From an optimization exercise on the open Yosys and OpenROAD flow, aimed at small area, a short achievable clock period and few clock cycles per item; shortcuts taken in it are not production practice.
Function was checked by simulation only, so behaviour that the tests miss may differ from the original.
Power figures rest on the tool's default switching activity, not on a simulated workload.

==> run a <==
## abp_sender_with_queue_unit
module abp_sender_with_queue_unit #(
  parameter int unsigned QUEUE_DEPTH = abp_pkg::QUEUE_DEPTH_DEF
) (
  input  wire         clk_i,
  input  wire         rst_ni,
  input  wire         cfg_we_i,
  input  wire  [15:0] cfg_wdata_i,
  input  wire         in_valid_i,
  output logic        in_ready_o,
  input  wire  [1:0]  in_cmd_i,
  input  wire         in_seq_i,
  input  wire         in_ack_i,
  input  wire  [31:0] in_checksum_i,
  input  wire  [63:0] in_payload_lo_i,
  input  wire  [63:0] in_payload_mid_i,
  input  wire  [31:0] in_payload_hi_i,
  output logic        out_valid_o,
  input  wire         out_ready_i,
  output logic        out_sent_o,
  output logic        out_seq_o,
  output logic        out_ack_o,
  output logic [31:0] out_checksum_o,
  output logic [63:0] out_lo_o,
  output logic [63:0] out_mid_o,
  output logic [31:0] out_hi_o,
  output logic        out_dropped_o,
  output logic [4:0]  out_queue_level_o
);
==> flow/config.mk <==
export PLATFORM = sky130hd
export DESIGN_NAME = abp_sender_with_queue_unit
export DESIGN_NICKNAME = abp_sender_with_queue_unit
export VERILOG_FILES = /design/flow/design.v
export SDC_FILE = /design/flow/constraint.sdc
export NUM_CORES = 4
export LEC_CHECK = 0
export CAP_MARGIN = 20
export CORE_MARGIN = 2
export CORE_UTILIZATION = 40
export CTS_CLUSTER_DIAMETER = 100
export CTS_CLUSTER_SIZE = 27
export SLEW_MARGIN = 20
==> flow/constraint.sdc <==
create_clock -name core_clock -period 11.0 [get_ports {clk_i}]
set_input_delay 2.2000 -clock core_clock [delete_from_list [all_inputs] [get_ports {clk_i}]]
set_output_delay 2.2000 -clock core_clock [all_outputs]
set_load 0.01 [all_outputs]
standard.sh (not shown) runs the stock make flow with config.mk's settings and CLKGATE_MAP_FILE= SYNTH_SCRIPT=/design/flow/synth_recipe.tcl, a recipe that flattens the netlist after the stock synthesis.
==> flow/flow/run.sh <==
#!/bin/bash
set -euo pipefail
export SETUP_SLACK_MARGIN=6.5
export BUFFER_PORTS_ARGS="-buffer_cell sky130_fd_sc_hd__buf_1"
bash standard.sh > standard.log 2>&1
==> inputs of run b, as changes to run a <==
--- a/flow/design.v
+++ b/flow/design.v
@@ -445,33 +445,33 @@
   logic                       fire;
   logic                       accept;
   logic                       push_in;
   logic [PAY_W-1:0]           in_pay;
   logic [NR-1:0][PSUM_W-1:0]  in_rows;
   logic [PSUM_W-1:0]          in_nk;
   logic                       in_upok;
   assign fire       = a_vld_q && (!out_vld_q || out_ready_i);
-  assign in_ready_o = out_ready_i;
-  assign accept     = in_valid_i && out_ready_i;
+  assign in_ready_o = !a_vld_q || !out_vld_q || out_ready_i;
+  assign accept     = in_valid_i && in_ready_o;
   assign in_pay  = {in_payload_hi_i, in_payload_mid_i, in_payload_lo_i};
   assign in_nk   = in_checksum_i[PSUM_W-1:0] + 13'd1 - {12'd0, in_seq_i} - {12'd0, in_ack_i};
   assign in_upok = (&in_checksum_i[31:12]) || !(|in_checksum_i[31:12]);
   abp_csa_rows u_rows (
     .p   (in_pay),
     .nc  (~in_checksum_i[PSUM_W-1:0]),
     .seq (in_seq_i),
     .ack (in_ack_i),
     .r   (in_rows)
   );
   always_ff @(posedge clk_i or negedge rst_ni) begin
     if (!rst_ni) begin
       a_vld_q <= 1'b0;
-    end else if (accept || fire) begin
-      a_vld_q <= accept;
+    end else if (in_ready_o) begin
+      a_vld_q <= in_valid_i;
     end
   end
   always_ff @(posedge clk_i) begin
     if (accept) begin
       a_cmd_q  <= in_cmd_i;
       a_ack_q  <= in_ack_i;
       a_rows_q <= in_rows;
       a_nk_q   <= in_nk;
@@ -492,23 +492,16 @@
   logic              ack_good;
   logic [15:0]       timer_start;
   always_comb begin
     a_psum = a_nk_q;
     for (int k = 0; k < NR; k++) begin
       a_psum = a_psum + a_rows_q[k];
     end
   end
-  logic [PSUM_W-1:0] a_psum_seq;
-  always_comb begin
-    a_psum_seq = a_nk_q + {12'd0, seq_q};
-    for (int k = 0; k < NR; k++) begin
-      a_psum_seq = a_psum_seq + a_rows_q[k];
-    end
-  end
   abp_csa_eq u_eq (
     .r  (a_rows_q),
     .eq (sum_eq)
   );
   assign ack_good    = wait_q && (a_ack_q == exp_ack_q) && sum_eq && a_upok_q;
   assign timer_start = (timeout_q == '0) ? 16'd1 : timeout_q;
   logic snd;
   logic src_resend;
@@ -631,34 +624,26 @@
     .push_i  (push_in),
     .wdata_i (in_pay),
     .sel_i   (head_pay_sel),
     .rdata_o (head_pay)
   );
   logic             cur_load;
   logic [PAY_W-1:0] cur_pay_q;
   assign cur_load = fire && (src_head || src_new);
-  logic snd2;
-  assign snd2 = a_vld_q &&
-                (((a_cmd_q == abp_pkg::CMD_MSG) && !wait_q) ||
-                 ((a_cmd_q == abp_pkg::CMD_ACK) && ack_good && (level_q != '0)) ||
-                 ((a_cmd_q == abp_pkg::CMD_TICK) && (timer_q == 16'd1)));
   always_ff @(posedge clk_i) begin
     if (fire) begin
-      r_sent_pay_q[0] <= snd;
-      r_sent_pay_q[2] <= snd2;
+      r_sent_lo_q <= snd;
     end
   end
   always_ff @(posedge clk_i or negedge rst_ni) begin
     if (!rst_ni) begin
-      r_sent_pay_q[1] <= 1'b1;
-      r_sent_pay_q[3] <= 1'b0;
+      r_sent_mid_q <= 1'b1;
     end else if (fire) begin
-      r_sent_pay_q[1] <= snd;
-      r_sent_pay_q[3] <= snd2;
+      r_sent_mid_q <= snd;
     end
   end
   always_ff @(posedge clk_i) begin
     if (cur_load) begin
       cur_pay_q <= head_pay;
     end
   end
   logic [QUEUE_DEPTH-1:0] head_sel;
@@ -683,30 +668,31 @@
   logic              snd_seq;
   assign snd_seq = a_is_ack ? !seq_q : seq_q;
   always_comb begin
     if (src_resend) begin
       snd_chk = cur_chk_q;
     end else if (src_head) begin
       snd_chk = head_psum + {12'd0, snd_seq};
     end else begin
-      snd_chk = a_psum_seq;
+      snd_chk = a_psum + {12'd0, seq_q};
     end
   end
   always_ff @(posedge clk_i or negedge rst_ni) begin
     if (!rst_ni) begin
       cur_chk_q <= '0;
     end else if (fire && snd) begin
       cur_chk_q <= snd_chk;
     end
   end
   logic              r_sent_q;
   logic              r_seq_q;
   logic              r_drop_q;
-  logic [3:0]        r_sent_pay_q;
+  logic              r_sent_lo_q;
+  logic              r_sent_mid_q;
   always_ff @(posedge clk_i or negedge rst_ni) begin
     if (!rst_ni) begin
       out_vld_q <= 1'b0;
       r_sent_q  <= 1'b0;
       r_seq_q   <= 1'b0;
       r_drop_q  <= 1'b0;
     end else begin
       if (fire) begin
@@ -719,18 +705,17 @@
         r_seq_q  <= snd && snd_seq;
         r_drop_q <= drop;
       end
     end
   end
   logic [PSUM_W-1:0] out_chk;
   logic [PAY_W-1:0]  out_pay;
   assign out_chk = cur_chk_q & {PSUM_W{r_sent_q}};
-  assign out_pay = cur_pay_q & {{32{r_sent_q}}, {32{r_sent_pay_q[3]}}, {32{r_sent_pay_q[2]}},
-                                {32{r_sent_pay_q[1]}}, {32{r_sent_pay_q[0]}}};
+  assign out_pay = cur_pay_q & {{32{r_sent_q}}, {64{r_sent_mid_q}}, {64{r_sent_lo_q}}};
   assign out_valid_o       = out_vld_q;
   assign out_sent_o        = r_sent_q;
   assign out_seq_o         = r_seq_q;
   assign out_ack_o         = 1'b0;
   assign out_checksum_o    = {{(32-PSUM_W){out_chk[PSUM_W-1]}}, out_chk};
   assign out_lo_o          = out_pay[63:0];
   assign out_mid_o         = out_pay[127:64];
   assign out_hi_o          = out_pay[159:128];
==> flow/flow/run.sh (replaced) <==
#!/bin/bash
set -euo pipefail
export SETUP_SLACK_MARGIN=5.8
bash standard.sh > standard.log 2>&1
CORE_UTILIZATION = 55   (was 40)
CTS_CLUSTER_SIZE = 30   (was 27)
==> inputs of run c, as changes to run a <==
--- a/flow/design.v
+++ b/flow/design.v
@@ -445,33 +445,33 @@
   logic                       fire;
   logic                       accept;
   logic                       push_in;
   logic [PAY_W-1:0]           in_pay;
   logic [NR-1:0][PSUM_W-1:0]  in_rows;
   logic [PSUM_W-1:0]          in_nk;
   logic                       in_upok;
   assign fire       = a_vld_q && (!out_vld_q || out_ready_i);
-  assign in_ready_o = out_ready_i;
-  assign accept     = in_valid_i && out_ready_i;
+  assign in_ready_o = !a_vld_q || !out_vld_q || out_ready_i;
+  assign accept     = in_valid_i && in_ready_o;
   assign in_pay  = {in_payload_hi_i, in_payload_mid_i, in_payload_lo_i};
   assign in_nk   = in_checksum_i[PSUM_W-1:0] + 13'd1 - {12'd0, in_seq_i} - {12'd0, in_ack_i};
   assign in_upok = (&in_checksum_i[31:12]) || !(|in_checksum_i[31:12]);
   abp_csa_rows u_rows (
     .p   (in_pay),
     .nc  (~in_checksum_i[PSUM_W-1:0]),
     .seq (in_seq_i),
     .ack (in_ack_i),
     .r   (in_rows)
   );
   always_ff @(posedge clk_i or negedge rst_ni) begin
     if (!rst_ni) begin
       a_vld_q <= 1'b0;
-    end else if (accept || fire) begin
-      a_vld_q <= accept;
+    end else if (in_ready_o) begin
+      a_vld_q <= in_valid_i;
     end
   end
   always_ff @(posedge clk_i) begin
     if (accept) begin
       a_cmd_q  <= in_cmd_i;
       a_ack_q  <= in_ack_i;
       a_rows_q <= in_rows;
       a_nk_q   <= in_nk;
==> flow/flow/run.sh (replaced) <==
#!/bin/bash
set -euo pipefail
export SETUP_SLACK_MARGIN=6.3
export BUFFER_PORTS_ARGS="-buffer_cell sky130_fd_sc_hd__buf_1"
bash standard.sh > standard.log 2>&1
CTS_CLUSTER_SIZE = 24   (was 27)
==> run notes <==
- Sequential share of layout area: run a < run c < run b.
- Sequential cell count is the same in run a and run c.
- The lowest combinational power belongs to run c, the highest to run a.
- Global-route usage: run b > run a > run c.
- First-iteration DRC count: run c < run b < run a.
- The lowest wire length belongs to run b, the highest to run a.
- In run b the synthesized area is smaller than in run a, by 0.45%.
- Via count: run a is larger than run b (2.6%).
- Count of clock-buffer cells in the layout, lowest first: run b, run a, run c.
- Non-clock buffer count: run b < run c < run a.
Testbench counts of run a, summed over its fixed seeds: cycles 24,016, items 24,000.
Testbench counts of run b, summed over its fixed seeds: cycles 24,016, items 24,000.
Testbench counts of run c, summed over its fixed seeds: cycles 24,016, items 24,000.

static timing again, ports no longer ideal:
The results above use ideal ports. As a check the final layouts listed here were re-extracted and re-timed, cells and wires unchanged. Step 1 assumes that a clkbuf_16 drives the clock port and a buf_2 every other input. Step 2 adds t to the input delays and takes it off the output delays; t is the mean of the earliest and latest rising clock arrival at the registers after step 1. Input paths then give back, and output paths get back, about the clock's delay inside the block. Three values: ideal, step 1, step 2; two values: the first two.
run | t (ns) | setup WS [ns] | worst register clock-pin slew, ns
run a | 0.956 | 6.395 / 6.346 / 5.528 | 0.11 / 0.11
run b | 0.890 | 5.828 / 5.850 / 4.970 | 0.12 / 0.12
run c | 0.973 | 6.202 / 6.179 / 5.422 | 0.10 / 0.10
After both steps setup and hold are still met in every run listed. For run a, which loses most, drivers alone change the setup slack by -0.049 ns; drivers and shift together by -0.867 ns.
